Context: an optimization exercise on an open-source flow, tuned for small area, a short achievable clock period and few clock cycles. The choices shown serve that exercise and are no tape-out recipe.
In this exercise RTL edits were held to simulation tests only and were not proved equivalent to the original.
Power is estimated from default activity; no workload was simulated.

==> 12-16: inputs <==
==> flow/design.v (excerpt) <==
module matmul_top #(
  parameter int ADDR_W = 16
) (
  input  logic                          clk,
  input  logic                          reset_n,
  input  logic                          dut_valid,
  output logic                          dut_ready,
  output logic [ADDR_W-1:0]             input_read_address,
  input  matmul_pkg::sram_word_u        input_read_data,
  output logic [ADDR_W-1:0]             weight_read_address,
  input  matmul_pkg::sram_word_u        weight_read_data,
  output logic                          result_write_enable,
  output logic [ADDR_W-1:0]             result_write_address,
  output logic [matmul_pkg::DATA_W-1:0] result_write_data
);
  logic [15:0]       k_dim, n_dim;
  logic              k_one, n_one, m_one;
  logic              hdr_k_le2, hdr_n_one, hdr_m_one;
  logic              st_hdr, st_spec, st_run;
  logic              issue_final, write_final;
  logic              first_m2, last_wr, final_wr;
  matmul_ctrl u_ctrl (
  ...
export LEC_CHECK = 0
export CAP_MARGIN = 20
export CORE_MARGIN = 2
export CORE_UTILIZATION = 40
export CTS_CLUSTER_DIAMETER = 120
export CTS_CLUSTER_SIZE = 22
export SLEW_MARGIN = 20
export SYNTH_HIERARCHICAL = 1
create_clock -name core_clock -period 11.0 [get_ports {clk}]
standard.sh (not shown) runs the stock make flow with config.mk's settings and CLKGATE_MAP_FILE= SYNTH_SCRIPT=/design/flow/synth_recipe.tcl, a recipe that flattens the netlist after the stock synthesis.
==> flow/flow/run.sh <==
#!/bin/bash
# Standard ORFS layout at the design's clock and constraints, with faster
# port buffers and timing repair aimed below the clock period.
set -euo pipefail
bash standard.sh \
  "BUFFER_PORTS_ARGS=-buffer_cell sky130_fd_sc_hd__buf_4" \
  SETUP_SLACK_MARGIN=7.8 \
  TNS_END_PERCENT=100 \
  finish > standard_flow.log 2>&1
==> 05-19 (differences from 12-16) <==
--- a/flow/flow/run.sh
+++ b/flow/flow/run.sh
@@ -5,5 +5,5 @@
 bash standard.sh \
   "BUFFER_PORTS_ARGS=-buffer_cell sky130_fd_sc_hd__buf_4" \
-  SETUP_SLACK_MARGIN=7.8 \
+  SETUP_SLACK_MARGIN=8.0 \
   TNS_END_PERCENT=100 \
   finish > standard_flow.log 2>&1
--- a/flow/config.mk
+++ b/flow/config.mk
@@ -8,7 +8,6 @@
 export CAP_MARGIN = 20
 export CORE_MARGIN = 2
-export CORE_UTILIZATION = 40
-export CTS_CLUSTER_DIAMETER = 120
-export CTS_CLUSTER_SIZE = 22
+export CORE_UTILIZATION = 55
+export PLACE_DENSITY = 0.7
 export SLEW_MARGIN = 20
 export SYNTH_HIERARCHICAL = 1
==> 02-23 (differences from 12-16) <==
--- a/flow/flow/run.sh
+++ b/flow/flow/run.sh
@@ -5,5 +5,5 @@
 bash standard.sh \
   "BUFFER_PORTS_ARGS=-buffer_cell sky130_fd_sc_hd__buf_4" \
-  SETUP_SLACK_MARGIN=7.8 \
+  SETUP_SLACK_MARGIN=7.7 \
   TNS_END_PERCENT=100 \
   finish > standard_flow.log 2>&1
--- a/flow/config.mk
+++ b/flow/config.mk
@@ -9,6 +9,4 @@
 export CORE_MARGIN = 2
 export CORE_UTILIZATION = 40
-export CTS_CLUSTER_DIAMETER = 120
-export CTS_CLUSTER_SIZE = 22
 export SLEW_MARGIN = 20
 export SYNTH_HIERARCHICAL = 1
==> results.py <==
metrics = {
    "status": {
        "run_status": "complete, no violations",
    },
    "route": {
        "wl_met3_um": 4700,
        "routedWlPerCell_um": 20.6,
    },
    "cells_and_area": {
        "final_core_utilization_pct": 47.0,
        "post_route_cells_drive_above_1_share_pct": 16.7,
        "n_clock_buffer": 77,
        "final-seq-area_sq_um": 10400,
    },
    "floorplan": {
        "core_region_area_sq_um": 67200,
        "starting_density_pct": 40.4,
    },
    "pwr": {
        "static-leakage-power_nw": 11.7,
        "power_density_nw_per_um2": 259,
    },
    "global_routing": {
        "use_met3_pct": 3.95,
    },
    "placed_design": {
        "routability_congestion_estimate": 0.866,
    },
    "sta": {
        "highest_attainable_clock_frequency_mhz": 299,
        "postLayoutSetupSlackWorst_ns": 7.66,
        "worstMarginPinSlew_ns": 1.11,
    },
    "worst_setup_path": {
        "worstPathMaxFanout": 6,
    },
}
-- figures above: 02-23

==> results.py <==
metrics = {
    "status": {
        "run_status": "complete, no violations",
    },
    "sta": {
        "highest_attainable_clock_frequency_mhz": 303,
        "worstMarginPinSlew_ns": 1.01,
    },
    "floorplan": {
        "core_region_area_sq_um": 67200,
        "starting_density_pct": 40.4,
    },
    "cells_and_area": {
        "n_clock_buffer": 36,
    },
    "pwr": {
        "static-leakage-power_nw": 11.1,
        "power_density_nw_per_um2": 243,
    },
    "global_routing": {
        "use_met3_pct": 3.42,
    },
    "placed_design": {
        "routability_congestion_estimate": 0.865,
    },
    "route": {
        "routedWlPerCell_um": 20.3,
    },
}
-- figures above: 12-16

==> results.py <==
metrics = {
    "status": {
        "run_status": "complete, no violations",
    },
    "sta": {
        "highest_attainable_clock_frequency_mhz": 303,
        "postLayoutSetupSlackWorst_ns": 7.70,
        "worstMarginPinSlew_ns": 1.03,
    },
    "pwr": {
        "static-leakage-power_nw": 11.9,
        "power_density_nw_per_um2": 255,
    },
    "cells_and_area": {
        "post_route_cells_drive_above_1_share_pct": 19.9,
        "final-seq-area_sq_um": 10400,
        "final_core_utilization_pct": 65.4,
        "n_clock_buffer": 63,
    },
    "floorplan": {
        "core_region_area_sq_um": 48800,
    },
}
-- figures above: 05-19

Testbench counts of 12-16, summed over its fixed seeds: cycles 33,512.
Testbench counts of 05-19, summed over its fixed seeds: cycles 33,512.
Testbench counts of 02-23, summed over its fixed seeds: cycles 33,512.

[port drivers added, routing unchanged]
The results above use ideal ports. As a check the final layouts listed here were re-extracted and re-timed, cells and wires unchanged.
Step 1 sets driving cells, clkbuf_16 on the clock port and buf_2 on the other inputs (assumed; they add their load-dependent delay and slew).
Step 2 adds t to the input delays and takes it off the output delays; t is the mean of the earliest and latest rising clock arrival at the registers after step 1. Input paths then give back, and output paths get back, about the clock's delay inside the block.
Slacks: ideal ports / drivers / drivers and shift; pairs: ideal ports / drivers.
run | t, ns | setup WS [ns] | worst setup path at the end | worst data-port slew with drivers (ns) | cell pins on the clock port's net
12-16 | 0.659 | 7.697 / 7.636 / 7.336 | input to register | 0.09 | 1
05-19 | 0.663 | 7.698 / 7.640 / 7.321 | input to register | 0.08 | 1
02-23 | 0.672 | 7.659 / 7.599 / 7.347 | input to register | 0.10 | 1
After both steps every run listed still meets setup and hold. The setup slack of 05-19, which loses most, moves by -0.058 ns with the drivers and by -0.377 ns with both steps.
